Background: an optimization exercise with open tools, aiming at small area and a short achievable clock period. Do not read the settings as production practice. Function was not checked in any run shown here: the RTL went through the layout flow alone. Power and IR drop assume default switching activity.

==> design/flow/design.v <==
package dense2_pkg;
  localparam int unsigned N_IN      = 120;
  localparam int unsigned N_OUT     = 10;
  localparam int unsigned DW        = 16;
  localparam int unsigned FRAC_BITS = 8;
  localparam int unsigned ACC_W     = 30;
  localparam int unsigned AW        = 7;
  localparam int unsigned IDX_W     = 4;
  localparam logic [DW-1:0] SAT_MAX = {1'b0, {(DW-1){1'b1}}};
  localparam logic [DW-1:0] SAT_MIN = {1'b1, {(DW-1){1'b0}}};
  localparam int unsigned N_ST       = 6;
  localparam int unsigned I_IDLE     = 0;
  localparam int unsigned I_ACCUM    = 1;
  localparam int unsigned I_BIAS_RD  = 2;
  localparam int unsigned I_BIAS_ADD = 3;
  localparam int unsigned I_OUT      = 4;
  localparam int unsigned I_CLASS    = 5;
endpackage
module dense2_neuron_acc
(
  input  logic          clk,
  input  logic          keep,
  input  logic          shift,
  input  logic [29:0]   nxt_s,
  input  logic [29:0]   nxt_c,
  input  logic [7:0]    one,
  input  logic [7:0]    two,
  input  logic [7:0]    neg,
  input  logic [15:0]   w,
  output logic [29:0]   s,
  output logic [29:0]   c
);
  logic [29:0] sn, cn;
  assign s = ~sn;
  assign c = ~cn;
  wire [29:0] sm = (s & {30{keep}}) | (nxt_s & {30{shift}});
  wire [29:0] cm = (c & {30{keep}}) | (nxt_c & {30{shift}});
  wire p1 = ((one[0] & w[0]) ^ neg[0]);
  wire p2 = (((one[0] & w[1]) | (two[0] & w[0])) ^ neg[0]);
  wire p3 = (((one[0] & w[2]) | (two[0] & w[1])) ^ neg[0]);
  wire p4 = (((one[0] & w[3]) | (two[0] & w[2])) ^ neg[0]);
  wire p5 = (((one[0] & w[4]) | (two[0] & w[3])) ^ neg[0]);
  wire p6 = (((one[0] & w[5]) | (two[0] & w[4])) ^ neg[0]);
  wire p7 = (((one[0] & w[6]) | (two[0] & w[5])) ^ neg[0]);
  wire p8 = (((one[0] & w[7]) | (two[0] & w[6])) ^ neg[0]);
  wire p9 = (((one[0] & w[8]) | (two[0] & w[7])) ^ neg[0]);
  wire p10 = (((one[0] & w[9]) | (two[0] & w[8])) ^ neg[0]);
  wire p11 = (((one[0] & w[10]) | (two[0] & w[9])) ^ neg[0]);
  wire p12 = (((one[0] & w[11]) | (two[0] & w[10])) ^ neg[0]);
  wire p13 = (((one[0] & w[12]) | (two[0] & w[11])) ^ neg[0]);
  wire p14 = (((one[0] & w[13]) | (two[0] & w[12])) ^ neg[0]);
  wire p15 = (((one[0] & w[14]) | (two[0] & w[13])) ^ neg[0]);
  wire p16 = (((one[0] & w[15]) | (two[0] & w[14])) ^ neg[0]);
  wire p17 = ~(((one[0] & w[15]) | (two[0] & w[15])) ^ neg[0]);
  wire p18 = ((one[1] & w[0]) ^ neg[1]);
  wire p19 = (((one[1] & w[1]) | (two[1] & w[0])) ^ neg[1]);
  wire p20 = (((one[1] & w[2]) | (two[1] & w[1])) ^ neg[1]);
  wire p21 = (((one[1] & w[3]) | (two[1] & w[2])) ^ neg[1]);
  wire p22 = (((one[1] & w[4]) | (two[1] & w[3])) ^ neg[1]);
  wire p23 = (((one[1] & w[5]) | (two[1] & w[4])) ^ neg[1]);
  wire p24 = (((one[1] & w[6]) | (two[1] & w[5])) ^ neg[1]);
  wire p25 = (((one[1] & w[7]) | (two[1] & w[6])) ^ neg[1]);
  wire p26 = (((one[1] & w[8]) | (two[1] & w[7])) ^ neg[1]);
  wire p27 = (((one[1] & w[9]) | (two[1] & w[8])) ^ neg[1]);
  wire p28 = (((one[1] & w[10]) | (two[1] & w[9])) ^ neg[1]);
  wire p29 = (((one[1] & w[11]) | (two[1] & w[10])) ^ neg[1]);
  wire p30 = (((one[1] & w[12]) | (two[1] & w[11])) ^ neg[1]);
  wire p31 = (((one[1] & w[13]) | (two[1] & w[12])) ^ neg[1]);
  wire p32 = (((one[1] & w[14]) | (two[1] & w[13])) ^ neg[1]);
  wire p33 = (((one[1] & w[15]) | (two[1] & w[14])) ^ neg[1]);
  wire p34 = ~(((one[1] & w[15]) | (two[1] & w[15])) ^ neg[1]);
  wire p35 = ((one[2] & w[0]) ^ neg[2]);
  wire p36 = (((one[2] & w[1]) | (two[2] & w[0])) ^ neg[2]);
  wire p37 = (((one[2] & w[2]) | (two[2] & w[1])) ^ neg[2]);
  wire p38 = (((one[2] & w[3]) | (two[2] & w[2])) ^ neg[2]);
  wire p39 = (((one[2] & w[4]) | (two[2] & w[3])) ^ neg[2]);
  wire p40 = (((one[2] & w[5]) | (two[2] & w[4])) ^ neg[2]);
  wire p41 = (((one[2] & w[6]) | (two[2] & w[5])) ^ neg[2]);
  wire p42 = (((one[2] & w[7]) | (two[2] & w[6])) ^ neg[2]);
  wire p43 = (((one[2] & w[8]) | (two[2] & w[7])) ^ neg[2]);
  wire p44 = (((one[2] & w[9]) | (two[2] & w[8])) ^ neg[2]);
  wire p45 = (((one[2] & w[10]) | (two[2] & w[9])) ^ neg[2]);
  wire p46 = (((one[2] & w[11]) | (two[2] & w[10])) ^ neg[2]);
  wire p47 = (((one[2] & w[12]) | (two[2] & w[11])) ^ neg[2]);
  wire p48 = (((one[2] & w[13]) | (two[2] & w[12])) ^ neg[2]);
  wire p49 = (((one[2] & w[14]) | (two[2] & w[13])) ^ neg[2]);
  wire p50 = (((one[2] & w[15]) | (two[2] & w[14])) ^ neg[2]);
  wire p51 = ~(((one[2] & w[15]) | (two[2] & w[15])) ^ neg[2]);
  wire p52 = ((one[3] & w[0]) ^ neg[3]);
  wire p53 = (((one[3] & w[1]) | (two[3] & w[0])) ^ neg[3]);
  wire p54 = (((one[3] & w[2]) | (two[3] & w[1])) ^ neg[3]);
  wire p55 = (((one[3] & w[3]) | (two[3] & w[2])) ^ neg[3]);
  wire p56 = (((one[3] & w[4]) | (two[3] & w[3])) ^ neg[3]);
  wire p57 = (((one[3] & w[5]) | (two[3] & w[4])) ^ neg[3]);
  wire p58 = (((one[3] & w[6]) | (two[3] & w[5])) ^ neg[3]);
  wire p59 = (((one[3] & w[7]) | (two[3] & w[6])) ^ neg[3]);
  wire p60 = (((one[3] & w[8]) | (two[3] & w[7])) ^ neg[3]);
  wire p61 = (((one[3] & w[9]) | (two[3] & w[8])) ^ neg[3]);
  wire p62 = (((one[3] & w[10]) | (two[3] & w[9])) ^ neg[3]);
  wire p63 = (((one[3] & w[11]) | (two[3] & w[10])) ^ neg[3]);
  wire p64 = (((one[3] & w[12]) | (two[3] & w[11])) ^ neg[3]);
  wire p65 = (((one[3] & w[13]) | (two[3] & w[12])) ^ neg[3]);
  wire p66 = (((one[3] & w[14]) | (two[3] & w[13])) ^ neg[3]);
  wire p67 = (((one[3] & w[15]) | (two[3] & w[14])) ^ neg[3]);
  wire p68 = ~(((one[3] & w[15]) | (two[3] & w[15])) ^ neg[3]);
  wire p69 = ((one[4] & w[0]) ^ neg[4]);
  wire p70 = (((one[4] & w[1]) | (two[4] & w[0])) ^ neg[4]);
  wire p71 = (((one[4] & w[2]) | (two[4] & w[1])) ^ neg[4]);
  wire p72 = (((one[4] & w[3]) | (two[4] & w[2])) ^ neg[4]);
  wire p73 = (((one[4] & w[4]) | (two[4] & w[3])) ^ neg[4]);
  wire p74 = (((one[4] & w[5]) | (two[4] & w[4])) ^ neg[4]);
  wire p75 = (((one[4] & w[6]) | (two[4] & w[5])) ^ neg[4]);
  wire p76 = (((one[4] & w[7]) | (two[4] & w[6])) ^ neg[4]);
  wire p77 = (((one[4] & w[8]) | (two[4] & w[7])) ^ neg[4]);
  wire p78 = (((one[4] & w[9]) | (two[4] & w[8])) ^ neg[4]);
  wire p79 = (((one[4] & w[10]) | (two[4] & w[9])) ^ neg[4]);
  wire p80 = (((one[4] & w[11]) | (two[4] & w[10])) ^ neg[4]);
  wire p81 = (((one[4] & w[12]) | (two[4] & w[11])) ^ neg[4]);
  wire p82 = (((one[4] & w[13]) | (two[4] & w[12])) ^ neg[4]);
  wire p83 = (((one[4] & w[14]) | (two[4] & w[13])) ^ neg[4]);
  wire p84 = (((one[4] & w[15]) | (two[4] & w[14])) ^ neg[4]);
  wire p85 = ~(((one[4] & w[15]) | (two[4] & w[15])) ^ neg[4]);
  wire p86 = ((one[5] & w[0]) ^ neg[5]);
  wire p87 = (((one[5] & w[1]) | (two[5] & w[0])) ^ neg[5]);
  wire p88 = (((one[5] & w[2]) | (two[5] & w[1])) ^ neg[5]);
  wire p89 = (((one[5] & w[3]) | (two[5] & w[2])) ^ neg[5]);
  wire p90 = (((one[5] & w[4]) | (two[5] & w[3])) ^ neg[5]);
  wire p91 = (((one[5] & w[5]) | (two[5] & w[4])) ^ neg[5]);
  wire p92 = (((one[5] & w[6]) | (two[5] & w[5])) ^ neg[5]);
  wire p93 = (((one[5] & w[7]) | (two[5] & w[6])) ^ neg[5]);
  wire p94 = (((one[5] & w[8]) | (two[5] & w[7])) ^ neg[5]);
  wire p95 = (((one[5] & w[9]) | (two[5] & w[8])) ^ neg[5]);
  wire p96 = (((one[5] & w[10]) | (two[5] & w[9])) ^ neg[5]);
  wire p97 = (((one[5] & w[11]) | (two[5] & w[10])) ^ neg[5]);
  wire p98 = (((one[5] & w[12]) | (two[5] & w[11])) ^ neg[5]);
  wire p99 = (((one[5] & w[13]) | (two[5] & w[12])) ^ neg[5]);
  wire p100 = (((one[5] & w[14]) | (two[5] & w[13])) ^ neg[5]);
  wire p101 = (((one[5] & w[15]) | (two[5] & w[14])) ^ neg[5]);
  wire p102 = ~(((one[5] & w[15]) | (two[5] & w[15])) ^ neg[5]);
  wire p103 = ((one[6] & w[0]) ^ neg[6]);
  wire p104 = (((one[6] & w[1]) | (two[6] & w[0])) ^ neg[6]);
  wire p105 = (((one[6] & w[2]) | (two[6] & w[1])) ^ neg[6]);
  wire p106 = (((one[6] & w[3]) | (two[6] & w[2])) ^ neg[6]);
  wire p107 = (((one[6] & w[4]) | (two[6] & w[3])) ^ neg[6]);
  wire p108 = (((one[6] & w[5]) | (two[6] & w[4])) ^ neg[6]);
  wire p109 = (((one[6] & w[6]) | (two[6] & w[5])) ^ neg[6]);
  wire p110 = (((one[6] & w[7]) | (two[6] & w[6])) ^ neg[6]);
  wire p111 = (((one[6] & w[8]) | (two[6] & w[7])) ^ neg[6]);
  wire p112 = (((one[6] & w[9]) | (two[6] & w[8])) ^ neg[6]);
  wire p113 = (((one[6] & w[10]) | (two[6] & w[9])) ^ neg[6]);
  wire p114 = (((one[6] & w[11]) | (two[6] & w[10])) ^ neg[6]);
  wire p115 = (((one[6] & w[12]) | (two[6] & w[11])) ^ neg[6]);
  wire p116 = (((one[6] & w[13]) | (two[6] & w[12])) ^ neg[6]);
  wire p117 = (((one[6] & w[14]) | (two[6] & w[13])) ^ neg[6]);
  wire p118 = (((one[6] & w[15]) | (two[6] & w[14])) ^ neg[6]);
  wire p119 = ~(((one[6] & w[15]) | (two[6] & w[15])) ^ neg[6]);
  wire p120 = ((one[7] & w[0]) ^ neg[7]);
  wire p121 = (((one[7] & w[1]) | (two[7] & w[0])) ^ neg[7]);
  wire p122 = (((one[7] & w[2]) | (two[7] & w[1])) ^ neg[7]);
  wire p123 = (((one[7] & w[3]) | (two[7] & w[2])) ^ neg[7]);
  wire p124 = (((one[7] & w[4]) | (two[7] & w[3])) ^ neg[7]);
  wire p125 = (((one[7] & w[5]) | (two[7] & w[4])) ^ neg[7]);
  wire p126 = (((one[7] & w[6]) | (two[7] & w[5])) ^ neg[7]);
  wire p127 = (((one[7] & w[7]) | (two[7] & w[6])) ^ neg[7]);
  wire p128 = (((one[7] & w[8]) | (two[7] & w[7])) ^ neg[7]);
  wire p129 = (((one[7] & w[9]) | (two[7] & w[8])) ^ neg[7]);
  wire p130 = (((one[7] & w[10]) | (two[7] & w[9])) ^ neg[7]);
  wire p131 = (((one[7] & w[11]) | (two[7] & w[10])) ^ neg[7]);
  wire p132 = (((one[7] & w[12]) | (two[7] & w[11])) ^ neg[7]);
  wire p133 = (((one[7] & w[13]) | (two[7] & w[12])) ^ neg[7]);
  wire p134 = (((one[7] & w[14]) | (two[7] & w[13])) ^ neg[7]);
  wire p135 = (((one[7] & w[15]) | (two[7] & w[14])) ^ neg[7]);
  wire p136 = ~(((one[7] & w[15]) | (two[7] & w[15])) ^ neg[7]);
  wire s137 = neg[1] ^ p3 ^ p18;
  wire c138 = (neg[1] & p3) | (neg[1] & p18) | (p3 & p18);
  wire s139 = p4 ^ p19 ^ c138;
  wire c140 = (p4 & p19) | (p4 & c138) | (p19 & c138);
  wire s141 = neg[2] ^ p5 ^ p20;
  wire c142 = (neg[2] & p5) | (neg[2] & p20) | (p5 & p20);
  wire s143 = p35 ^ s141 ^ c140;
  wire c144 = (p35 & s141) | (p35 & c140) | (s141 & c140);
  wire s145 = p6 ^ p21 ^ p36;
  wire c146 = (p6 & p21) | (p6 & p36) | (p21 & p36);
  wire s147 = c142 ^ s145 ^ c144;
  wire c148 = (c142 & s145) | (c142 & c144) | (s145 & c144);
  wire s149 = neg[3] ^ p7 ^ p22;
  wire c150 = (neg[3] & p7) | (neg[3] & p22) | (p7 & p22);
  wire s151 = p37 ^ p52 ^ c146;
  wire c152 = (p37 & p52) | (p37 & c146) | (p52 & c146);
  wire s153 = s149 ^ s151 ^ c148;
  wire c154 = (s149 & s151) | (s149 & c148) | (s151 & c148);
  wire s155 = p8 ^ p23 ^ p38;
  wire c156 = (p8 & p23) | (p8 & p38) | (p23 & p38);
  wire s157 = p53 ^ c150 ^ s155;
  wire c158 = (p53 & c150) | (p53 & s155) | (c150 & s155);
  wire s159 = c152 ^ s157;
  wire c160 = c152 & s157;
  wire s161 = sm[0] ^ cm[0] ^ neg[4];
  wire c162 = (sm[0] & cm[0]) | (sm[0] & neg[4]) | (cm[0] & neg[4]);
  wire s163 = s161 ^ p9 ^ p24;
  wire c164 = (s161 & p9) | (s161 & p24) | (p9 & p24);
  wire s165 = p39 ^ p54 ^ p69;
  wire c166 = (p39 & p54) | (p39 & p69) | (p54 & p69);
  wire s167 = c156 ^ s163 ^ s165;
  wire c168 = (c156 & s163) | (c156 & s165) | (s163 & s165);
  wire s169 = c158 ^ s167 ^ c160;
  wire c170 = (c158 & s167) | (c158 & c160) | (s167 & c160);
  wire s171 = sm[1] ^ cm[1] ^ c162;
  wire c172 = (sm[1] & cm[1]) | (sm[1] & c162) | (cm[1] & c162);
  wire s173 = p10 ^ p25 ^ p40;
  wire c174 = (p10 & p25) | (p10 & p40) | (p25 & p40);
  wire s175 = p55 ^ p70 ^ s171;
  wire c176 = (p55 & p70) | (p55 & s171) | (p70 & s171);
  wire s177 = c164 ^ c166 ^ s173;
  wire c178 = (c164 & c166) | (c164 & s173) | (c166 & s173);
  wire s179 = s175 ^ c168 ^ s177;
  wire c180 = (s175 & c168) | (s175 & s177) | (c168 & s177);
  wire s181 = sm[2] ^ cm[2] ^ neg[5];
  wire c182 = (sm[2] & cm[2]) | (sm[2] & neg[5]) | (cm[2] & neg[5]);
  wire s183 = s181 ^ p11 ^ p26;
  wire c184 = (s181 & p11) | (s181 & p26) | (p11 & p26);
  wire s185 = p41 ^ p56 ^ p71;
  wire c186 = (p41 & p56) | (p41 & p71) | (p56 & p71);
  wire s187 = p86 ^ c172 ^ c174;
  wire c188 = (p86 & c172) | (p86 & c174) | (c172 & c174);
  wire s189 = s183 ^ s185 ^ c176;
  wire c190 = (s183 & s185) | (s183 & c176) | (s185 & c176);
  wire s191 = s187 ^ c178 ^ s189;
  wire c192 = (s187 & c178) | (s187 & s189) | (c178 & s189);
  wire s193 = sm[3] ^ cm[3] ^ c182;
  wire c194 = (sm[3] & cm[3]) | (sm[3] & c182) | (cm[3] & c182);
  wire s195 = p12 ^ p27 ^ p42;
  wire c196 = (p12 & p27) | (p12 & p42) | (p27 & p42);
  wire s197 = p57 ^ p72 ^ p87;
  wire c198 = (p57 & p72) | (p57 & p87) | (p72 & p87);
  wire s199 = s193 ^ c184 ^ c186;
  wire c200 = (s193 & c184) | (s193 & c186) | (c184 & c186);
  wire s201 = s195 ^ s197 ^ c188;
  wire c202 = (s195 & s197) | (s195 & c188) | (s197 & c188);
  wire s203 = s199 ^ c190 ^ s201;
  wire c204 = (s199 & c190) | (s199 & s201) | (c190 & s201);
  wire s205 = sm[4] ^ cm[4] ^ neg[6];
  wire c206 = (sm[4] & cm[4]) | (sm[4] & neg[6]) | (cm[4] & neg[6]);
  wire s207 = s205 ^ p13 ^ p28;
  wire c208 = (s205 & p13) | (s205 & p28) | (p13 & p28);
  wire s209 = p43 ^ p58 ^ p73;
  wire c210 = (p43 & p58) | (p43 & p73) | (p58 & p73);
  wire s211 = p88 ^ p103 ^ c194;
  wire c212 = (p88 & p103) | (p88 & c194) | (p103 & c194);
  wire s213 = c196 ^ c198 ^ s207;
  wire c214 = (c196 & c198) | (c196 & s207) | (c198 & s207);
  wire s215 = s209 ^ s211 ^ c200;
  wire c216 = (s209 & s211) | (s209 & c200) | (s211 & c200);
  wire s217 = s213 ^ c202 ^ s215;
  wire c218 = (s213 & c202) | (s213 & s215) | (c202 & s215);
  wire s219 = sm[5] ^ cm[5] ^ c206;
  wire c220 = (sm[5] & cm[5]) | (sm[5] & c206) | (cm[5] & c206);
  wire s221 = p14 ^ p29 ^ p44;
  wire c222 = (p14 & p29) | (p14 & p44) | (p29 & p44);
  wire s223 = p59 ^ p74 ^ p89;
  wire c224 = (p59 & p74) | (p59 & p89) | (p74 & p89);
  wire s225 = p104 ^ s219 ^ c208;
  wire c226 = (p104 & s219) | (p104 & c208) | (s219 & c208);
  wire s227 = c210 ^ s221 ^ s223;
  wire c228 = (c210 & s221) | (c210 & s223) | (s221 & s223);
  wire s229 = c212 ^ s225 ^ c214;
  wire c230 = (c212 & s225) | (c212 & c214) | (s225 & c214);
  wire s231 = s227 ^ c216 ^ s229;
  wire c232 = (s227 & c216) | (s227 & s229) | (c216 & s229);
  wire s233 = sm[6] ^ cm[6] ^ neg[7];
  wire c234 = (sm[6] & cm[6]) | (sm[6] & neg[7]) | (cm[6] & neg[7]);
  wire s235 = s233 ^ p15 ^ p30;
  wire c236 = (s233 & p15) | (s233 & p30) | (p15 & p30);
  wire s237 = p45 ^ p60 ^ p75;
  wire c238 = (p45 & p60) | (p45 & p75) | (p60 & p75);
  wire s239 = p90 ^ p105 ^ p120;
  wire c240 = (p90 & p105) | (p90 & p120) | (p105 & p120);
  wire s241 = c220 ^ c222 ^ c224;
  wire c242 = (c220 & c222) | (c220 & c224) | (c222 & c224);
  wire s243 = s235 ^ s237 ^ s239;
  wire c244 = (s235 & s237) | (s235 & s239) | (s237 & s239);
  wire s245 = c226 ^ s241 ^ c228;
  wire c246 = (c226 & s241) | (c226 & c228) | (s241 & c228);
  wire s247 = s243 ^ c230 ^ s245;
  wire c248 = (s243 & c230) | (s243 & s245) | (c230 & s245);
  wire s249 = sm[7] ^ cm[7] ^ c234;
  wire c250 = (sm[7] & cm[7]) | (sm[7] & c234) | (cm[7] & c234);
  wire s251 = p16 ^ p31 ^ p46;
  wire c252 = (p16 & p31) | (p16 & p46) | (p31 & p46);
  wire s253 = p61 ^ p76 ^ p91;
  wire c254 = (p61 & p76) | (p61 & p91) | (p76 & p91);
  wire s255 = p106 ^ p121 ^ s249;
  wire c256 = (p106 & p121) | (p106 & s249) | (p121 & s249);
  wire s257 = c236 ^ c238 ^ c240;
  wire c258 = (c236 & c238) | (c236 & c240) | (c238 & c240);
  wire s259 = s251 ^ s253 ^ c242;
  wire c260 = (s251 & s253) | (s251 & c242) | (s253 & c242);
  wire s261 = s255 ^ s257 ^ c244;
  wire c262 = (s255 & s257) | (s255 & c244) | (s257 & c244);
  wire s263 = c246 ^ s259 ^ s261;
  wire c264 = (c246 & s259) | (c246 & s261) | (s259 & s261);
  wire s265 = 1'b1 ^ sm[8] ^ cm[8];
  wire c266 = (1'b1 & sm[8]) | (1'b1 & cm[8]) | (sm[8] & cm[8]);
  wire s267 = s265 ^ p17 ^ p32;
  wire c268 = (s265 & p17) | (s265 & p32) | (p17 & p32);
  wire s269 = p47 ^ p62 ^ p77;
  wire c270 = (p47 & p62) | (p47 & p77) | (p62 & p77);
  wire s271 = p92 ^ p107 ^ p122;
  wire c272 = (p92 & p107) | (p92 & p122) | (p107 & p122);
  wire s273 = c250 ^ c252 ^ c254;
  wire c274 = (c250 & c252) | (c250 & c254) | (c252 & c254);
  wire s275 = s267 ^ s269 ^ s271;
  wire c276 = (s267 & s269) | (s267 & s271) | (s269 & s271);
  wire s277 = c256 ^ c258 ^ s273;
  wire c278 = (c256 & c258) | (c256 & s273) | (c258 & s273);
  wire s279 = s275 ^ c260 ^ c262;
  wire c280 = (s275 & c260) | (s275 & c262) | (c260 & c262);
  wire s281 = s277 ^ c264 ^ s279;
  wire c282 = (s277 & c264) | (s277 & s279) | (c264 & s279);
  wire s283 = 1'b1 ^ sm[9] ^ cm[9];
  wire c284 = (1'b1 & sm[9]) | (1'b1 & cm[9]) | (sm[9] & cm[9]);
  wire s285 = c266 ^ s283 ^ p33;
  wire c286 = (c266 & s283) | (c266 & p33) | (s283 & p33);
  wire s287 = p48 ^ p63 ^ p78;
  wire c288 = (p48 & p63) | (p48 & p78) | (p63 & p78);
  wire s289 = p93 ^ p108 ^ p123;
  wire c290 = (p93 & p108) | (p93 & p123) | (p108 & p123);
  wire s291 = c268 ^ c270 ^ c272;
  wire c292 = (c268 & c270) | (c268 & c272) | (c270 & c272);
  wire s293 = s285 ^ s287 ^ s289;
  wire c294 = (s285 & s287) | (s285 & s289) | (s287 & s289);
  wire s295 = c274 ^ s291 ^ c276;
  wire c296 = (c274 & s291) | (c274 & c276) | (s291 & c276);
  wire s297 = s293 ^ c278 ^ s295;
  wire c298 = (s293 & c278) | (s293 & s295) | (c278 & s295);
  wire s299 = c280 ^ s297 ^ c282;
  wire c300 = (c280 & s297) | (c280 & c282) | (s297 & c282);
  wire s301 = sm[10] ^ cm[10] ^ c284;
  wire c302 = (sm[10] & cm[10]) | (sm[10] & c284) | (cm[10] & c284);
  wire s303 = p34 ^ p49 ^ p64;
  wire c304 = (p34 & p49) | (p34 & p64) | (p49 & p64);
  wire s305 = p79 ^ p94 ^ p109;
  wire c306 = (p79 & p94) | (p79 & p109) | (p94 & p109);
  wire s307 = p124 ^ s301 ^ c286;
  wire c308 = (p124 & s301) | (p124 & c286) | (s301 & c286);
  wire s309 = c288 ^ c290 ^ s303;
  wire c310 = (c288 & c290) | (c288 & s303) | (c290 & s303);
  wire s311 = s305 ^ c292 ^ s307;
  wire c312 = (s305 & c292) | (s305 & s307) | (c292 & s307);
  wire s313 = c294 ^ s309 ^ c296;
  wire c314 = (c294 & s309) | (c294 & c296) | (s309 & c296);
  wire s315 = s311 ^ c298 ^ s313;
  wire c316 = (s311 & c298) | (s311 & s313) | (c298 & s313);
  wire s317 = 1'b1 ^ sm[11] ^ cm[11];
  wire c318 = (1'b1 & sm[11]) | (1'b1 & cm[11]) | (sm[11] & cm[11]);
  wire s319 = s317 ^ p50 ^ p65;
  wire c320 = (s317 & p50) | (s317 & p65) | (p50 & p65);
  wire s321 = p80 ^ p95 ^ p110;
  wire c322 = (p80 & p95) | (p80 & p110) | (p95 & p110);
  wire s323 = p125 ^ c302 ^ c304;
  wire c324 = (p125 & c302) | (p125 & c304) | (c302 & c304);
  wire s325 = c306 ^ s319 ^ s321;
  wire c326 = (c306 & s319) | (c306 & s321) | (s319 & s321);
  wire s327 = c308 ^ s323 ^ c310;
  wire c328 = (c308 & s323) | (c308 & c310) | (s323 & c310);
  wire s329 = s325 ^ c312 ^ s327;
  wire c330 = (s325 & c312) | (s325 & s327) | (c312 & s327);
  wire s331 = c314 ^ s329 ^ c316;
  wire c332 = (c314 & s329) | (c314 & c316) | (s329 & c316);
  wire s333 = sm[12] ^ cm[12] ^ c318;
  wire c334 = (sm[12] & cm[12]) | (sm[12] & c318) | (cm[12] & c318);
  wire s335 = p51 ^ p66 ^ p81;
  wire c336 = (p51 & p66) | (p51 & p81) | (p66 & p81);
  wire s337 = p96 ^ p111 ^ p126;
  wire c338 = (p96 & p111) | (p96 & p126) | (p111 & p126);
  wire s339 = s333 ^ c320 ^ c322;
  wire c340 = (s333 & c320) | (s333 & c322) | (c320 & c322);
  wire s341 = s335 ^ s337 ^ c324;
  wire c342 = (s335 & s337) | (s335 & c324) | (s337 & c324);
  wire s343 = s339 ^ c326 ^ c328;
  wire c344 = (s339 & c326) | (s339 & c328) | (c326 & c328);
  wire s345 = s341 ^ c330 ^ s343;
  wire c346 = (s341 & c330) | (s341 & s343) | (c330 & s343);
  wire s347 = 1'b1 ^ sm[13] ^ cm[13];
  wire c348 = (1'b1 & sm[13]) | (1'b1 & cm[13]) | (sm[13] & cm[13]);
  wire s349 = s347 ^ p67 ^ p82;
  wire c350 = (s347 & p67) | (s347 & p82) | (p67 & p82);
  wire s351 = p97 ^ p112 ^ p127;
  wire c352 = (p97 & p112) | (p97 & p127) | (p112 & p127);
  wire s353 = c334 ^ c336 ^ c338;
  wire c354 = (c334 & c336) | (c334 & c338) | (c336 & c338);
  wire s355 = s349 ^ s351 ^ c340;
  wire c356 = (s349 & s351) | (s349 & c340) | (s351 & c340);
  wire s357 = s353 ^ c342 ^ s355;
  wire c358 = (s353 & c342) | (s353 & s355) | (c342 & s355);
  wire s359 = c344 ^ s357 ^ c346;
  wire c360 = (c344 & s357) | (c344 & c346) | (s357 & c346);
  wire s361 = sm[14] ^ cm[14] ^ c348;
  wire c362 = (sm[14] & cm[14]) | (sm[14] & c348) | (cm[14] & c348);
  wire s363 = p68 ^ p83 ^ p98;
  wire c364 = (p68 & p83) | (p68 & p98) | (p83 & p98);
  wire s365 = p113 ^ p128 ^ s361;
  wire c366 = (p113 & p128) | (p113 & s361) | (p128 & s361);
  wire s367 = c350 ^ c352 ^ s363;
  wire c368 = (c350 & c352) | (c350 & s363) | (c352 & s363);
  wire s369 = s365 ^ c354 ^ s367;
  wire c370 = (s365 & c354) | (s365 & s367) | (c354 & s367);
  wire s371 = c356 ^ s369 ^ c358;
  wire c372 = (c356 & s369) | (c356 & c358) | (s369 & c358);
  wire s373 = 1'b1 ^ sm[15] ^ cm[15];
  wire c374 = (1'b1 & sm[15]) | (1'b1 & cm[15]) | (sm[15] & cm[15]);
  wire s375 = s373 ^ p84 ^ p99;
  wire c376 = (s373 & p84) | (s373 & p99) | (p84 & p99);
  wire s377 = p114 ^ p129 ^ c362;
  wire c378 = (p114 & p129) | (p114 & c362) | (p129 & c362);
  wire s379 = c364 ^ s375 ^ c366;
  wire c380 = (c364 & s375) | (c364 & c366) | (s375 & c366);
  wire s381 = s377 ^ c368 ^ s379;
  wire c382 = (s377 & c368) | (s377 & s379) | (c368 & s379);
  wire s383 = c370 ^ s381 ^ c372;
  wire c384 = (c370 & s381) | (c370 & c372) | (s381 & c372);
  wire s385 = sm[16] ^ cm[16] ^ c374;
  wire c386 = (sm[16] & cm[16]) | (sm[16] & c374) | (cm[16] & c374);
  wire s387 = p85 ^ p100 ^ p115;
  wire c388 = (p85 & p100) | (p85 & p115) | (p100 & p115);
  wire s389 = p130 ^ s385 ^ c376;
  wire c390 = (p130 & s385) | (p130 & c376) | (s385 & c376);
  wire s391 = s387 ^ c378 ^ s389;
  wire c392 = (s387 & c378) | (s387 & s389) | (c378 & s389);
  wire s393 = c380 ^ s391 ^ c382;
  wire c394 = (c380 & s391) | (c380 & c382) | (s391 & c382);
  wire s395 = 1'b1 ^ sm[17] ^ cm[17];
  wire c396 = (1'b1 & sm[17]) | (1'b1 & cm[17]) | (sm[17] & cm[17]);
  wire s397 = s395 ^ p101 ^ p116;
  wire c398 = (s395 & p101) | (s395 & p116) | (p101 & p116);
  wire s399 = p131 ^ c386 ^ c388;
  wire c400 = (p131 & c386) | (p131 & c388) | (c386 & c388);
  wire s401 = s397 ^ c390 ^ s399;
  wire c402 = (s397 & c390) | (s397 & s399) | (c390 & s399);
  wire s403 = c392 ^ s401 ^ c394;
  wire c404 = (c392 & s401) | (c392 & c394) | (s401 & c394);
  wire s405 = sm[18] ^ cm[18] ^ c396;
  wire c406 = (sm[18] & cm[18]) | (sm[18] & c396) | (cm[18] & c396);
  wire s407 = p102 ^ p117 ^ p132;
  wire c408 = (p102 & p117) | (p102 & p132) | (p117 & p132);
  wire s409 = s405 ^ c398 ^ s407;
  wire c410 = (s405 & c398) | (s405 & s407) | (c398 & s407);
  wire s411 = c400 ^ s409 ^ c402;
  wire c412 = (c400 & s409) | (c400 & c402) | (s409 & c402);
  wire s413 = 1'b1 ^ sm[19] ^ cm[19];
  wire c414 = (1'b1 & sm[19]) | (1'b1 & cm[19]) | (sm[19] & cm[19]);
  wire s415 = s413 ^ p118 ^ p133;
  wire c416 = (s413 & p118) | (s413 & p133) | (p118 & p133);
  wire s417 = c406 ^ c408 ^ s415;
  wire c418 = (c406 & c408) | (c406 & s415) | (c408 & s415);
  wire s419 = c410 ^ s417 ^ c412;
  wire c420 = (c410 & s417) | (c410 & c412) | (s417 & c412);
  wire s421 = sm[20] ^ cm[20] ^ c414;
  wire c422 = (sm[20] & cm[20]) | (sm[20] & c414) | (cm[20] & c414);
  wire s423 = p119 ^ p134 ^ s421;
  wire c424 = (p119 & p134) | (p119 & s421) | (p134 & s421);
  wire s425 = c416 ^ s423 ^ c418;
  wire c426 = (c416 & s423) | (c416 & c418) | (s423 & c418);
  wire s427 = 1'b1 ^ sm[21] ^ cm[21];
  wire c428 = (1'b1 & sm[21]) | (1'b1 & cm[21]) | (sm[21] & cm[21]);
  wire s429 = s427 ^ p135 ^ c422;
  wire c430 = (s427 & p135) | (s427 & c422) | (p135 & c422);
  wire s431 = c424 ^ s429 ^ c426;
  wire c432 = (c424 & s429) | (c424 & c426) | (s429 & c426);
  wire s433 = sm[22] ^ cm[22] ^ c428;
  wire c434 = (sm[22] & cm[22]) | (sm[22] & c428) | (cm[22] & c428);
  wire s435 = p136 ^ s433 ^ c430;
  wire c436 = (p136 & s433) | (p136 & c430) | (s433 & c430);
  wire s437 = 1'b1 ^ sm[23] ^ cm[23];
  wire c438 = (1'b1 & sm[23]) | (1'b1 & cm[23]) | (sm[23] & cm[23]);
  wire s439 = s437 ^ c434 ^ c436;
  wire c440 = (s437 & c434) | (s437 & c436) | (c434 & c436);
  wire s441 = 1'b1 ^ sm[24] ^ cm[24];
  wire c442 = (1'b1 & sm[24]) | (1'b1 & cm[24]) | (sm[24] & cm[24]);
  wire s443 = c438 ^ s441;
  wire c444 = c438 & s441;
  wire s445 = 1'b1 ^ sm[25] ^ cm[25];
  wire c446 = (1'b1 & sm[25]) | (1'b1 & cm[25]) | (sm[25] & cm[25]);
  wire s447 = c442 ^ s445 ^ c444;
  wire c448 = (c442 & s445) | (c442 & c444) | (s445 & c444);
  wire s449 = 1'b1 ^ sm[26] ^ cm[26];
  wire c450 = (1'b1 & sm[26]) | (1'b1 & cm[26]) | (sm[26] & cm[26]);
  wire s451 = c446 ^ s449 ^ c448;
  wire c452 = (c446 & s449) | (c446 & c448) | (s449 & c448);
  wire s453 = 1'b1 ^ sm[27] ^ cm[27];
  wire c454 = (1'b1 & sm[27]) | (1'b1 & cm[27]) | (sm[27] & cm[27]);
  wire s455 = c450 ^ s453 ^ c452;
  wire c456 = (c450 & s453) | (c450 & c452) | (s453 & c452);
  wire s457 = 1'b1 ^ sm[28] ^ cm[28];
  wire c458 = (1'b1 & sm[28]) | (1'b1 & cm[28]) | (sm[28] & cm[28]);
  wire s459 = c454 ^ s457 ^ c456;
  wire c460 = (c454 & s457) | (c454 & c456) | (s457 & c456);
  wire s461 = 1'b1 ^ sm[29] ^ cm[29];
  wire c462 = (1'b1 & sm[29]) | (1'b1 & cm[29]) | (sm[29] & cm[29]);
  wire s463 = c458 ^ s461 ^ c460;
  wire c464 = (c458 & s461) | (c458 & c460) | (s461 & c460);
  wire [8:0] low_sum = {1'b0, c154, s153, s147, s143, s139, s137, p2, p1} + {1'b0, s159, 1'b0, 1'b0, 1'b0, 1'b0, 1'b0, 1'b0, neg[0]};
  always_ff @(posedge clk) begin
    sn <= ~{s463, s459, s455, s451, s447, c440, s439, c432, s431, c420, s419, c404, s403, c384, s383, c360, s359, c332, s331, c300, s299, s281, c248, c232, c218, c204, c192, c180, c170, s169};
    cn <= ~{1'b0, 1'b0, 1'b0, 1'b0, 1'b0, s443, 1'b0, s435, 1'b0, s425, 1'b0, s411, 1'b0, s393, 1'b0, s371, 1'b0, s345, 1'b0, s315, 1'b0, 1'b0, s263, s247, s231, s217, s203, s191, s179, low_sum[8]};
  end
endmodule
module dense2_argmax
(
  input  logic                clk,
  input  logic                rst,
  input  logic                in_valid,
  input  logic                frame_start_in,
  input  logic                frame_end_in,
  input  logic [dense2_pkg::DW-1:0]       dense_input,
  output logic                rom_en,
  output logic [dense2_pkg::AW-1:0]       rom_addr,
  input  logic [dense2_pkg::N_OUT*dense2_pkg::DW-1:0] rom_data,
  output logic                out_valid,
  output logic                frame_start_out,
  output logic                frame_end_out,
  output logic [dense2_pkg::DW-1:0]       logit_out,
  output logic                class_valid,
  output logic [dense2_pkg::IDX_W-1:0]    class_idx,
  output logic                err
);
  localparam int unsigned W = dense2_pkg::ACC_W;
  logic [dense2_pkg::N_ST-1:0]   state;
  logic [dense2_pkg::N_ST-1:0]   state_n;
  logic [dense2_pkg::AW-1:0]     cnt;
  logic              clear;
  logic              take;
  logic              err_c;
  logic              keep_q;
  logic [dense2_pkg::IDX_W-1:0]  out_k;
  logic [dense2_pkg::DW-1:0]     best_val;
  logic [dense2_pkg::IDX_W-1:0]  best_idx;
  logic [W-1:0]      acc_s [dense2_pkg::N_OUT];
  logic [W-1:0]      acc_c [dense2_pkg::N_OUT];
  logic st_idle, st_accum, st_bias_rd, st_bias_add, st_out, st_class;
  assign st_idle     = state[dense2_pkg::I_IDLE];
  assign st_accum    = state[dense2_pkg::I_ACCUM];
  assign st_bias_rd  = state[dense2_pkg::I_BIAS_RD];
  assign st_bias_add = state[dense2_pkg::I_BIAS_ADD];
  assign st_out      = state[dense2_pkg::I_OUT];
  assign st_class    = state[dense2_pkg::I_CLASS];
  logic [dense2_pkg::DW-1:0] sample_n;
  logic [7:0] b_one_n, b_two_n, b_neg_n;
  logic [7:0] b_one, b_two, b_neg;
  always_comb begin
    if (take) begin
      sample_n = dense_input;
    end else if (st_bias_rd) begin
      sample_n = dense2_pkg::DW'(1 << dense2_pkg::FRAC_BITS);
    end else begin
      sample_n = '0;
    end
    for (int k = 0; k < 8; k++) begin
      logic x0, x1, x2;
      x0 = (k == 0) ? 1'b0 : sample_n[2*k-1];
      x1 = sample_n[2*k];
      x2 = sample_n[2*k+1];
      b_one_n[k] = x1 ^ x0;
      b_two_n[k] = (x2 & ~x1 & ~x0) | (~x2 & x1 & x0);
      b_neg_n[k] = x2;
    end
  end
  for (genvar k = 0; k < dense2_pkg::N_OUT; k++) begin : g_neuron
    dense2_neuron_acc u_acc (
      .clk     (clk),
      .keep    (keep_q),
      .shift   (st_out),
      .nxt_s   ((k == dense2_pkg::N_OUT - 1) ? '0 : acc_s[(k + 1) % dense2_pkg::N_OUT]),
      .nxt_c   ((k == dense2_pkg::N_OUT - 1) ? '0 : acc_c[(k + 1) % dense2_pkg::N_OUT]),
      .one     (b_one),
      .two     (b_two),
      .neg     (b_neg),
      .w       (rom_data[k*dense2_pkg::DW +: dense2_pkg::DW]),
      .s       (acc_s[k]),
      .c       (acc_c[k])
    );
  end
  logic start_ok;    
  logic last_idx;    
  logic in_frame;    
  assign start_ok = in_valid && frame_start_in && !frame_end_in;
  assign last_idx = (cnt == dense2_pkg::AW'(dense2_pkg::N_IN - 1));
  assign in_frame = st_accum && in_valid && !frame_start_in;
  assign take   = (st_idle && start_ok) || (st_accum && in_valid);
  assign clear  = in_valid && frame_start_in && ((st_idle && !frame_end_in) || st_accum);
  assign rom_en = !rst && (take || st_bias_rd);
  always_comb begin
    rom_addr = '0;
    if (!rst && in_frame) begin
      rom_addr = cnt;
    end else if (!rst && st_bias_rd) begin
      rom_addr = dense2_pkg::AW'(dense2_pkg::N_IN);
    end
  end
  assign err_c = (st_idle && in_valid && frame_start_in && frame_end_in)
              || (st_accum && in_valid && (frame_start_in || (frame_end_in != last_idx)))
              || (!st_idle && !st_accum && in_valid);
  always_comb begin
    state_n = '0;
    state_n[dense2_pkg::I_IDLE]     = (st_idle && !start_ok)
                                   || (in_frame && (frame_end_in ? !last_idx : last_idx))
                                   || st_class;
    state_n[dense2_pkg::I_ACCUM]    = (st_idle && start_ok)
                                   || (st_accum && !(in_frame && (frame_end_in || last_idx)));
    state_n[dense2_pkg::I_BIAS_RD]  = in_frame && frame_end_in && last_idx;
    state_n[dense2_pkg::I_BIAS_ADD] = st_bias_rd;
    state_n[dense2_pkg::I_OUT]      = st_bias_add
                                   || (st_out && (out_k != dense2_pkg::IDX_W'(dense2_pkg::N_OUT - 1)));
    state_n[dense2_pkg::I_CLASS]    = st_out && (out_k == dense2_pkg::IDX_W'(dense2_pkg::N_OUT - 1));
  end
  logic [W-1:0]  sel_sum;
  logic [dense2_pkg::DW-1:0] logit_c;
  assign sel_sum = acc_s[0] + acc_c[0];
  assign logit_c = (sel_sum[W-1:dense2_pkg::DW-1] == {(W-dense2_pkg::DW+1){sel_sum[W-1]}})
                 ? sel_sum[dense2_pkg::DW-1:0]
                 : (sel_sum[W-1] ? dense2_pkg::SAT_MIN : dense2_pkg::SAT_MAX);
  logic              better;
  logic [dense2_pkg::IDX_W-1:0]  cur_idx;
  assign better  = frame_start_out || ($signed(logit_out) > $signed(best_val));
  assign cur_idx = out_k - dense2_pkg::IDX_W'(1);
  always_ff @(posedge clk) begin
    if (rst) begin
      state           <= dense2_pkg::N_ST'(1) << dense2_pkg::I_IDLE;
      cnt             <= '0;
      keep_q          <= 1'b0;
      b_one           <= '0;
      b_two           <= '0;
      b_neg           <= '0;
      out_k           <= '0;
      best_val        <= '0;
      best_idx        <= '0;
      out_valid       <= 1'b0;
      frame_start_out <= 1'b0;
      frame_end_out   <= 1'b0;
      logit_out       <= '0;
      class_valid     <= 1'b0;
      class_idx       <= '0;
      err             <= 1'b0;
    end else begin
      state           <= state_n;
      keep_q          <= !clear && !state_n[dense2_pkg::I_OUT];
      err             <= err_c;
      if (clear) begin
        cnt <= dense2_pkg::AW'(1);
      end else if (take) begin
        cnt <= cnt + dense2_pkg::AW'(1);
      end
      b_one           <= b_one_n;
      b_two           <= b_two_n;
      b_neg           <= b_neg_n;
      if (st_bias_add) begin
        out_k <= '0;
      end else if (st_out) begin
        out_k <= out_k + dense2_pkg::IDX_W'(1);
      end
      out_valid       <= st_out;
      frame_start_out <= st_out && (out_k == '0);
      frame_end_out   <= st_out && (out_k == dense2_pkg::IDX_W'(dense2_pkg::N_OUT - 1));
      if (st_out) begin
        logit_out <= logit_c;
      end
      class_valid     <= st_class;
      if (st_class) begin
        class_idx <= better ? cur_idx : best_idx;
      end
      if (out_valid && better) begin
        best_val <= logit_out;
        best_idx <= cur_idx;
      end
    end
  end
endmodule
==> design/flow/flow/run.sh <==
#!/bin/bash
# The standard layout (standard.sh: unchanged synthesis, floorplan, place,
# CTS, route) with three changes:
#  - repair_timing aims for 5.6 ns of setup slack at the design's 11 ns clock;
#  - ports are buffered with buf_2 cells instead of the default delay cells;
#  - after synthesis, invpush.py removes inverters between full-adder cells by
#    flipping adders (a full adder is self-dual), leaving registers, ports and
#    all other cells as synthesis made them.
# Each tool's output goes to a log here; ORFS keeps its step logs under orfs/logs.
set -euo pipefail
sed 's/SETUP_SLACK_MARGIN=[0-9.]*/SETUP_SLACK_MARGIN=5.6 "BUFFER_PORTS_ARGS=-buffer_cell sky130_fd_sc_hd__buf_2"/' standard.sh > standard_margin.sh
grep -q 'SETUP_SLACK_MARGIN=5.6 "BUFFER_PORTS_ARGS' standard_margin.sh
bash standard_margin.sh synth > synth.log 2>&1
NET=orfs/results/sky130hd/dense2_argmax/base/1_2_yosys.v
cp "$NET" 1_2_yosys.standard.v
python3 flow/invpush.py 1_2_yosys.standard.v "$NET" > invpush.log 2>&1
touch "$NET"
bash standard_margin.sh > standard.log 2>&1
==> design/flow/flow/invpush.py <==
#!/usr/bin/env python3
"""Remove inverters around full adders in a flat Yosys netlist of sky130hd cells.

A full adder is self-dual: FA(~a, ~b, ~c) = (~sum, ~cout). Synthesis often
leaves inverters between adder cells; this flips adders (feeding them the
complement of their inputs, so their outputs carry the complement) where that
lowers the number of inverters, then re-inserts one inverter per net whose
complement is still needed. Registers, ports and all other cells are kept.

usage: invpush.py IN.v OUT.v
"""
import re
import sys

OUTPINS = {"X", "Y", "Q", "Q_N", "SUM", "COUT", "HI", "LO"}
INV = re.compile(r"sky130_fd_sc_hd__inv_\d+$")
FA = re.compile(r"sky130_fd_sc_hd__fa_\d+$")
XOR = re.compile(r"sky130_fd_sc_hd__x(n?)or2_(\d+)$")

src = re.sub(r"\(\*.*?\*\)", "", open(sys.argv[1]).read())
m_first = re.search(r"^\s*sky130_fd_sc_hd__\w+\s", src, re.M)
head = src[:m_first.start()]
tail_i = src.rindex("endmodule")
body = src[m_first.start():tail_i]
tail = src[tail_i:]
if re.search(r"^\s*assign\s", body, re.M) or re.search(r"^\s*assign\s", head, re.M):
    sys.exit("assign statements not supported")

inst_re = re.compile(r"\s*(sky130_fd_sc_hd__\w+)\s+(\\\S+\s|\S+)\s*\((.*?)\);\s*", re.S)
pin_re = re.compile(r"\.(\w+)\(\s*(\\\S+\s|[^()\s]+)\s*\)")
insts = []
pos = 0
while pos < len(body):
    m = inst_re.match(body, pos)
    if not m:
        sys.exit("parse error at: " + body[pos:pos + 200])
    pins = [(p, n.strip()) for p, n in pin_re.findall(m.group(3))]
    insts.append([m.group(1), m.group(2).strip(), pins])
    pos = m.end()

# ports
ports_out = set()
ports_in = set()
for kind, rng, names in re.findall(r"^\s*(input|output)\s+(\[\d+:\d+\]\s+)?([^;]+);", head, re.M):
    for nm in names.split(","):
        nm = nm.strip()
        if rng:
            hi, lo = map(int, re.findall(r"\d+", rng))
            bits = [f"{nm}[{i}]" for i in range(min(hi, lo), max(hi, lo) + 1)]
        else:
            bits = [nm]
        (ports_out if kind == "output" else ports_in).update(bits)

driver = {}
for idx, (typ, name, pins) in enumerate(insts):
    for p, n in pins:
        if p in OUTPINS:
            driver[n] = (idx, p)

def is_inv(idx):
    return INV.match(insts[idx][0]) is not None

# inverters kept as they are: those driving output ports
keep_inv = set()
for idx, (typ, name, pins) in enumerate(insts):
    if is_inv(idx):
        y = dict(pins)["Y"]
        if y in ports_out:
            keep_inv.add(idx)

def root(n):
    par = 0
    seen = 0
    while n in driver and is_inv(driver[n][0]) and driver[n][0] not in keep_inv:
        n = dict(insts[driver[n][0]][2])["A"]
        par ^= 1
        seen += 1
        if seen > 1000:
            sys.exit("inverter loop")
    return n, par

# loads: (inst idx, pin index) -> (root, parity); only non-removed cells
removed = {i for i in range(len(insts)) if is_inv(i) and i not in keep_inv}
loads = []          # [idx, pin_i, root, parity]
for idx, (typ, name, pins) in enumerate(insts):
    if idx in removed:
        continue
    for pi, (p, n) in enumerate(pins):
        if p in OUTPINS or not re.match(r"^(\\\S+|[A-Za-z_][\w$]*(\[\d+\])?)$", n):
            continue
        r, par = root(n)
        loads.append([idx, pi, r, par])
for n in ports_out:
    if n in driver and driver[n][0] in removed:
        sys.exit("port driven by removable inverter: " + n)

fa_idx = [i for i in range(len(insts)) if FA.match(insts[i][0]) or XOR.match(insts[i][0])]
is_fa = {i: FA.match(insts[i][0]) is not None for i in fa_idx}
# FAs whose outputs are ports cannot flip
noflip = set()
for i in fa_idx:
    for p, n in insts[i][2]:
        if p in OUTPINS and n in ports_out:
            noflip.add(i)
flip = {}
out_of = {}   # root net -> driving FA idx (if FA)
for i in fa_idx:
    for p, n in insts[i][2]:
        if p in OUTPINS:
            out_of[n] = i

loads_by_root = {}
loads_by_inst = {}
for L in loads:
    loads_by_root.setdefault(L[2], []).append(L)
    loads_by_inst.setdefault(L[0], []).append(L)

def need(L):
    own = flip.get(L[0], 0) if FA.match(insts[L[0]][0]) else 0
    return L[3] ^ own ^ flip.get(out_of.get(L[2], -1), 0)

cnt = {r: sum(need(L) for L in Ls) for r, Ls in loads_by_root.items()}
def cost():
    return sum(1 for r in cnt if cnt[r] > 0)

def delta(i):
    ch = {}
    for L in (loads_by_inst.get(i, []) if is_fa[i] else []):
        ch[L[2]] = ch.get(L[2], 0) + (1 - 2 * need(L))
    outs = [n for p, n in insts[i][2] if p in OUTPINS]
    for n in outs:
        for L in loads_by_root.get(n, []):
            if L[0] == i:
                continue
            ch[n] = ch.get(n, 0) + (1 - 2 * need(L))
    d = 0
    for r, c in ch.items():
        before = cnt[r] > 0
        after = cnt[r] + c > 0
        d += int(after) - int(before)
    return d, ch

c0 = cost()
# Start from a polarity that satisfies as many adder-to-adder connections as a
# breadth-first walk over them allows, then improve greedily.
if "--nobfs" not in sys.argv:
    fa_set = set(fa_idx) - noflip
    adj = {i: [] for i in fa_set}
    for L in loads:
        g = out_of.get(L[2], -1)
        if L[0] in fa_set and g in fa_set and g != L[0] and is_fa[L[0]]:
            adj[L[0]].append((g, L[3]))
            adj[g].append((L[0], L[3]))
    seen = set()
    from collections import deque
    for s0 in fa_idx:
        if s0 not in fa_set or s0 in seen:
            continue
        seen.add(s0)
        flip[s0] = 0
        dq = deque([s0])
        while dq:
            u = dq.popleft()
            for v, p in adj[u]:
                if v not in seen:
                    seen.add(v)
                    flip[v] = flip.get(u, 0) ^ p
                    dq.append(v)
    cnt = {r: sum(need(L) for L in Ls) for r, Ls in loads_by_root.items()}
    print(f"after walk: {cost()} (from {c0})", file=sys.stderr)
changed = True
rounds = 0
while changed and rounds < 50:
    changed = False
    rounds += 1
    for i in fa_idx:
        if i in noflip:
            continue
        d, ch = delta(i)
        if d < 0:
            flip[i] = flip.get(i, 0) ^ 1
            for r, c in ch.items():
                cnt[r] += c
            changed = True
# Flip whole groups of adders joined by adder-to-adder connections when that helps.
if "--nobfs" not in sys.argv:
    comp = {}
    for s0 in fa_idx:
        if s0 not in fa_set or s0 in comp:
            continue
        comp[s0] = s0
        stack = [s0]
        while stack:
            u = stack.pop()
            for v, p in adj[u]:
                if v not in comp:
                    comp[v] = s0
                    stack.append(v)
    groups = {}
    for i, g in comp.items():
        groups.setdefault(g, []).append(i)
    def gdelta(members):
        ms = set(members)
        affected = set()
        for i in members:
            if is_fa[i]:
                for L in loads_by_inst.get(i, []):
                    affected.add(L[2])
            for p, n in insts[i][2]:
                if p in OUTPINS:
                    affected.add(n)
        before = {r: cnt[r] for r in affected}
        for i in members:
            flip[i] = flip.get(i, 0) ^ 1
        after = {r: sum(need(L) for L in loads_by_root.get(r, [])) for r in affected}
        d = sum(int(after[r] > 0) - int(before[r] > 0) for r in affected)
        return d, after
    for it in range(3):
        improved = False
        for g, members in groups.items():
            if len(members) < 2:
                continue
            d, after = gdelta(members)
            if d < 0:
                cnt.update(after)
                improved = True
            else:
                for i in members:
                    flip[i] = flip.get(i, 0) ^ 1
        changed = True
        rounds2 = 0
        while changed and rounds2 < 50:
            changed = False
            rounds2 += 1
            for i in fa_idx:
                if i in noflip:
                    continue
                d, ch = delta(i)
                if d < 0:
                    flip[i] = flip.get(i, 0) ^ 1
                    for r, c in ch.items():
                        cnt[r] += c
                    changed = True
                    improved = True
        if not improved:
            break
    print(f"groups: {len(groups)}, largest {max(len(m) for m in groups.values())}", file=sys.stderr)
c1 = cost()
assert c1 == sum(1 for r, Ls in loads_by_root.items() if any(need(L) for L in Ls))

# rebuild: a flipped xor becomes an xnor and vice versa
for i in fa_idx:
    m = XOR.match(insts[i][0])
    if m and flip.get(i, 0):
        insts[i][0] = f"sky130_fd_sc_hd__{'xor' if m.group(1) else 'xnor'}2_{m.group(2)}"
        outpin = "X" if m.group(1) else "Y"   # xor2 drives X, xnor2 drives Y
        insts[i][2] = [(outpin if p in ("X", "Y") else p, n) for p, n in insts[i][2]]
# rebuild
inv_net = {}
new_insts = []
k = 0
for r, Ls in loads_by_root.items():
    if any(need(L) for L in Ls):
        k += 1
        nn = f"_ipush_n{k}_"
        inv_net[r] = nn
        new_insts.append(["sky130_fd_sc_hd__inv_1", f"_ipush_i{k}_", [("A", r), ("Y", nn)]])
for L in loads:
    idx, pi, r, par = L
    p, _ = insts[idx][2][pi]
    insts[idx][2][pi] = (p, inv_net[r] if need(L) else r)

def fmt(n):
    return n + " " if n.startswith("\\") else n

out = [head]
for idx, (typ, name, pins) in enumerate(insts + new_insts):
    if idx < len(insts) and idx in removed:
        continue
    out.append(f"  {typ} {fmt(name)} (\n" + ",\n".join(f"    .{p}({fmt(n)})" for p, n in pins) + "\n  );\n")
decl = "".join(f"  wire {n};\n" for n in inv_net.values())
text = "".join(out)
text = text.replace(head, head + decl, 1)
open(sys.argv[2], "w").write(text + tail)
print(f"inverters: {len(removed) + len(keep_inv)} before, {len(keep_inv) + len(inv_net)} after; "
      f"{sum(flip.values())} of {len(fa_idx)} adders flipped; rounds {rounds}", file=sys.stderr)
==> design/flow/standard.sh <==
#!/bin/bash
# synth_recipe.tcl (not shown) runs the flow's synth.tcl, then flattens the netlist and writes it again
# the make line also repeats each setting of config.mk as NAME=value (left out here)
make -C /OpenROAD-flow-scripts/flow DESIGN_CONFIG=/design/flow/config.mk WORK_HOME=/design/flow/orfs CLKGATE_MAP_FILE= SYNTH_SCRIPT=/design/flow/synth_recipe.tcl "${@:-finish}"
==> design/flow/config.mk <==
export PLATFORM = sky130hd
export DESIGN_NAME = dense2_argmax
export DESIGN_NICKNAME = dense2_argmax
export VERILOG_FILES = /design/flow/design.v
export SDC_FILE = /design/flow/constraint.sdc
export NUM_CORES = 4
export LEC_CHECK = 0
export ABC_AREA = 1
export CAP_MARGIN = 20
export CORE_MARGIN = 2
export CORE_UTILIZATION = 40
export PLACE_DENSITY = 0.6
export SETUP_SLACK_MARGIN = 5
export SLEW_MARGIN = 20
==> design/flow/constraint.sdc <==
create_clock -name core_clock -period 11.0 [get_ports {clk}]
set_input_delay 2.2000 -clock core_clock [delete_from_list [all_inputs] [get_ports {clk}]]
set_output_delay 2.2000 -clock core_clock [all_outputs]
set_load 0.01 [all_outputs]
==> impl_metrics.ini, run 1 <==
[run_status]
status = finished clean

[yosys]
syn_nets = 9200
ys_warn_count = 4
avgSynthCellArea_sq_um = 9.719
synth_cells = 7490
syn-cell-area_sq_mm = 0.07279

[floorplan]
placementRows = 156
floorplan.die_area_sq_mm = 0.1854
die_y_um = 430.6
initial_utilization_pct = 40.28
core_region_area_sq_mm = 0.1807
chipWidth_um = 430.6
ioPinCount = 214

[setup_path]
crit_path_top_delay_cell = inv_1
critPathRequiredTime_ns = 11.58
path_max_fanout = 16
arrival_ns = 5.97
cpPeakStageDelay_ns = 0.62
endpoint_kind = register
r2r_cells = 11
path_common_cell = fa_1
cp_cell_sequence = buf_2 -> inv_1 -> o22ai_1 -> xor2_1 -> fa_1 -> fa_1 -> fa_1 -> fa_1 -> fa_2 -> fa_1
cp.buffers_inverters = 2
cp_top_family = adder cells
cp.depth = 10
crit_type = input port to register
start_kind = input port

[grt]
grt_pass1_wl_mm = 392.5
grt.total_usage_pct = 27.53
use_met1_pct = 34.02
grt_pass1_vias = 64420
grt_overflow = 0
grt.met3_usage_pct = 5.172
use_met2_pct = 46.49
antenna_found_initial = 6
grt_max_degree = 135
gr-max-usage-layer = met2

[sta]
slew_headroom_pct = 26.06
timing.final.crit_share_pct = 49.03
setup_tns_ns = 0
rsz0062_at_grt = yes
setup_viol = 0
worstMarginPinSlew_ns = 1.109
hold_viol_final = 0
fin_skew_ns = 0.02468
max_freq_mhz = 185.4
drv_slew = 0
min_period_ns = 5.393

[pwr]
p_leak_nw = 24.25
ir_drop_uv = 132.9
power_mw = 13.15
power.density_mw_per_mm2 = 165.1

[clock_network]
root_buffer = clkbuf_16
clock-sinks = 546
cts_tree = done
path_clk_slew_ns = 0.06
numCtsBuffers = 72
clk_latency_ns = 0.70
clockBufferDepth = 3
holdBufCountCts = 0
htree_levels = 3

[place]
port_buffers = 213
dp_hpwl_mm = 171.3
gp_congestion = 0.9192

[layout]
final_common_cell = o22ai_1
drive_above_1_share_pct = 13.47
final_util_pct = 44.05
final_cell_mix = o22ai_1, fa_1, xor2_1
area_growth_pct = 9.366
nets = 8893

[detailed_routing]
drt_wl_total_mm = 256.8
first_iter_violations = 5651
ant_nets = 0
viasPerCell = 6.153
first_pass_iters = 7
drc = 0
routedWlPerCell_um = 26.72
num_vias = 59130

[hold_path]
holdCritPathClass = register to register
whs_path_depth = 2

[job]
drv_cap = 0
==> area by class of cell <==
cell class                      instances  area (sq um)
Antenna cell                            1         2.502
Clock buffer                          107          2136
Clock inverter                         23         282.8
Fill cell                           17080        101100
Inverter                              821          3709
Multi-Input combinational cell       5437         57470
Sequential cell                       546         10950
Tap cell                             2370          2965
Timing Repair Buffer                  305          2100
==> through the flow <==
step	hold WS [ns]	area, sq um	worst slack [ns]	cells
detailed placement	0.4440	76930	4.948	9474
finish	0.4528	79610	5.607	9610
global placement	0.4378	76930	4.988	9474
CTS	0.4540	79470	5.604	9605
global route	0.4784	79610	5.573	9609
floorplan	0.4209	75860	5.567	7490
==> path summary, 6_finish.rpt <==
kind / from / to / slack (ns)
hold / removal: class_idx[1] / class_idx[1] / 0.45
setup reg to reg: b_one[3] / g_neuron[9].u_acc.sn[13] / 5.71
hold reg to reg: class_idx[1] / class_idx[1] / 0.45
setup / recovery: rom_data[21] / g_neuron[1].u_acc.sn[11] / 5.61
==> flip-flops by register name, indices dropped and copies added, names as in the netlist, 4 cells and up <==
register / count
class_idx: 4
cnt: 7
state: 5
best_idx: 4
logit_out: 16
g_neuron.u_acc.sn: 300
b_neg: 8
best_val: 16
g_neuron.u_acc.cn: 160
b_two: 8
b_one: 8
out_k: 4
==> where the power goes <==
part           internal (mW)  switching (mW)
combinational           3.02            3.94
sequential              2.93           0.759
clock                   1.44            1.06
total                   7.39            5.76
==> worst register-to-register path, stage by stage (launching register included) <==
cell and delay, ns:
dfxtp_1 0.29, buf_4 0.22, inv_6 0.57, buf_4 0.96, o22ai_2 0.25, xor2_1 0.20
fa_2 0.39, fa_1 0.51, fa_1 0.44, fa_1 0.48, fa_2 0.37, fa_1 0.47
==> routing by layer <==
layer	share of wire [%]	up-vias
met3	9.4	921
met1	37	30420
met2	48	3512
met5	0.0039	-
met4	5.1	2
li1	-	24280
==> what timing repair did <==
action / 4_1_cts / 5_1_grt
gates resized for setup: 24 / 22
setup endpoints to repair: 97 / 58
buffers inserted: 0 / 2
pin swaps: 0 / 0
cloned: 1 / 1
==> inputs of run 2 (changes only) <==
--- a/design/flow/config.mk
+++ b/design/flow/config.mk
@@ -10,4 +10,5 @@
 export CORE_MARGIN = 2
 export CORE_UTILIZATION = 40
+export CTS_BUF_LIST = sky130_fd_sc_hd__clkbuf_4 sky130_fd_sc_hd__clkbuf_8
 export PLACE_DENSITY = 0.6
 export SETUP_SLACK_MARGIN = 5
==> run 2 against run 1 <==
  * Largest power group unchanged
  * Count of clock-buffer cells in the layout is 73 higher
  * Power grew 0.61%
  * Critical path depth is 3 lower
  * Critical endpoint is now rom_addr[0]
  * Worst setup slack gained 0.060 ns
  * Critical path type is now input port to output port
  * Clock skew rose by 0.031 ns
  * Non-clock buffer count is 2 lower
==> impl_metrics.ini, run 2 <==
[run_status]
status = finished clean

[layout]
area_growth_pct = 9.677
final_util_pct = 44.17
regMostFlops = g_neuron.u_acc.sn
final_cell_mix = o22ai_1, fa_1, xor2_1
fin_area_sq_mm = 0.07984
largestRegisters = g_neuron.u_acc.sn (300), g_neuron.u_acc.cn (160)
largest_reg_flops = 300
drive_above_1_share_pct = 14.59
nets = 8932
final_common_cell = o22ai_1

[floorplan]
core_region_area_sq_mm = 0.1807
initial_utilization_pct = 40.28
chipWidth_um = 430.6
placementRows = 156
floorplan.die_area_sq_mm = 0.1854
ioPinCount = 214
die_y_um = 430.6

[setup_path]
start_kind = input port
endpoint_kind = output port
critPathRequiredTime_ns = 8.80
arrival_ns = 3.13
crit_type = input port to output port
path_max_fanout = 44

[sta]
holdWs_ns = 0.4520
setup_viol = 0
max_freq_mhz = 187.5
drv_slew = 0
slew_headroom_pct = 25.88
rsz0062_at_grt = yes
worstMarginPinSlew_ns = 1.112
hold_viol_final = 0
setup_tns_ns = 0
fin_skew_ns = 0.05612
timing.final.crit_share_pct = 48.48
min_period_ns = 5.333

[grt]
grt_pass1_wl_mm = 393.1
grt_max_degree = 135
grt.total_usage_pct = 27.56
grt_overflow = 0
grt_pass1_vias = 64660
antenna_found_initial = 8

[place]
port_buffers = 213
gp_congestion = 0.9192
dp_hpwl_mm = 171.3
dpl-instance-area_sq_mm = 0.07693

[pwr]
p_leak_nw = 24.46
power.density_mw_per_mm2 = 165.7
power_mw = 13.23
ir_drop_uv = 107.6

[clock_network]
clockBufferDepth = 3
numCtsBuffers = 113
htree_levels = 3
cts_tree = done
clock-sinks = 546
clk_latency_ns = 0.89
root_buffer = clkbuf_8
path_clk_slew_ns = 0.06

[job]
drv_cap = 0

[detailed_routing]
drt_wl_total_mm = 257.4
ant_nets = 0
viasPerCell = 6.117
drc = 0
first_iter_violations = 5503
num_vias = 59270
first_pass_iters = 6
routedWlPerCell_um = 26.57

[hold_path]
holdCritPathClass = register to register

[yosys]
ys_warn_count = 4
synth_cells = 7490
avgSynthCellArea_sq_um = 9.719
syn-cell-area_sq_mm = 0.07279
syn_nets = 9200
==> run 2: final timing paths <==
kind                 from                        to  slack, ns  cells after the start
max reg2reg      b_one[3]  g_neuron[9].u_acc.sn[13]       5.68                     11
max                   rst               rom_addr[0]       5.67                      7
min reg2reg  class_idx[1]              class_idx[1]       0.45                      2
min          class_idx[1]              class_idx[1]       0.45                      2
==> run 2: where the power goes <==
part	switching (mW)	leakage [nW]	internal [mW]
logic	3.95	18.5	3.02
registers	0.766	4.55	2.93
clock network	1.09	1.40	1.48
total	5.80	24.5	7.43
==> run 2: area by class of cell <==
type	instances	area, sq um
diodes	5	12.51
fillers	17080	100900
multi-input cells	5437	57470
repair buffers	303	2068
flip-flops and latches	546	10950
inverters	821	3714
clock buffers	180	2315
well taps	2370	2965
clock inverters	27	346.6
==> run 2: per-layer routing <==
metal  track usage, %  part of all wire [%]  vias up
met1            34.08                    38    30440
met5                0                0.0039        -
met2            46.49                    48     3502
met4            12.94                   4.9        2
li1                 -                     -    24410
met3            5.161                   9.3      913
==> run 2: what timing repair did <==
action	in CTS	in global routing
resized for setup	25	22
buffers inserted	0	0
setup endpoints to repair	97	55
hold buffers	0	0
pin swaps	0	0
endpoints found under the hold margin	0	0
cloned	1	1
==> run 2: critical path, cell delays in order <==
cell     delay [ns]
buf_2          0.11
buf_12         0.18
inv_2          0.09
buf_12         0.16
nand2_4        0.10
nor2_1         0.13
buf_2          0.15
==> run 2: metrics by stage <==
step,instances,setup WS [ns]
floorplan,7490,5.567
global placement,9474,4.988
detailed placement,9474,4.948
CTS,9682,5.603
global route,9688,5.573
finish,9689,5.667

-- afterwards: timing with drivers on the ports --
How much do the figures lean on ideal ports? The routed layouts below were timed once more, with nothing changed but the port constraints. Step 1: set_driving_cell puts a clkbuf_16 on clk and a buf_2 on each other input, an assumption about the parent block. Step 2 moves the port delays by t, midway between the first and last clock arrival at a register: inputs arrive t later, outputs are due t later. That takes back most of the time a late clock gives input paths. Slacks: no drivers / after step 1 / after step 2; pairs: no drivers / after step 1.
| run | t (ns) | setup WS [ns] | latest minus earliest clock arrival (ns) |
|---|---|---|---|
| run 1 | 0.778 | 5.607 / 5.648 / 4.894 | 0.026 / 0.025 |
| run 2 | 0.946 | 5.667 / 5.647 / 4.908 | 0.059 / 0.059 |
After both steps setup and hold are still met in every run listed. The setup slack of run 2, which loses most, moves by -0.020 ns with the drivers and by -0.759 ns with both steps.
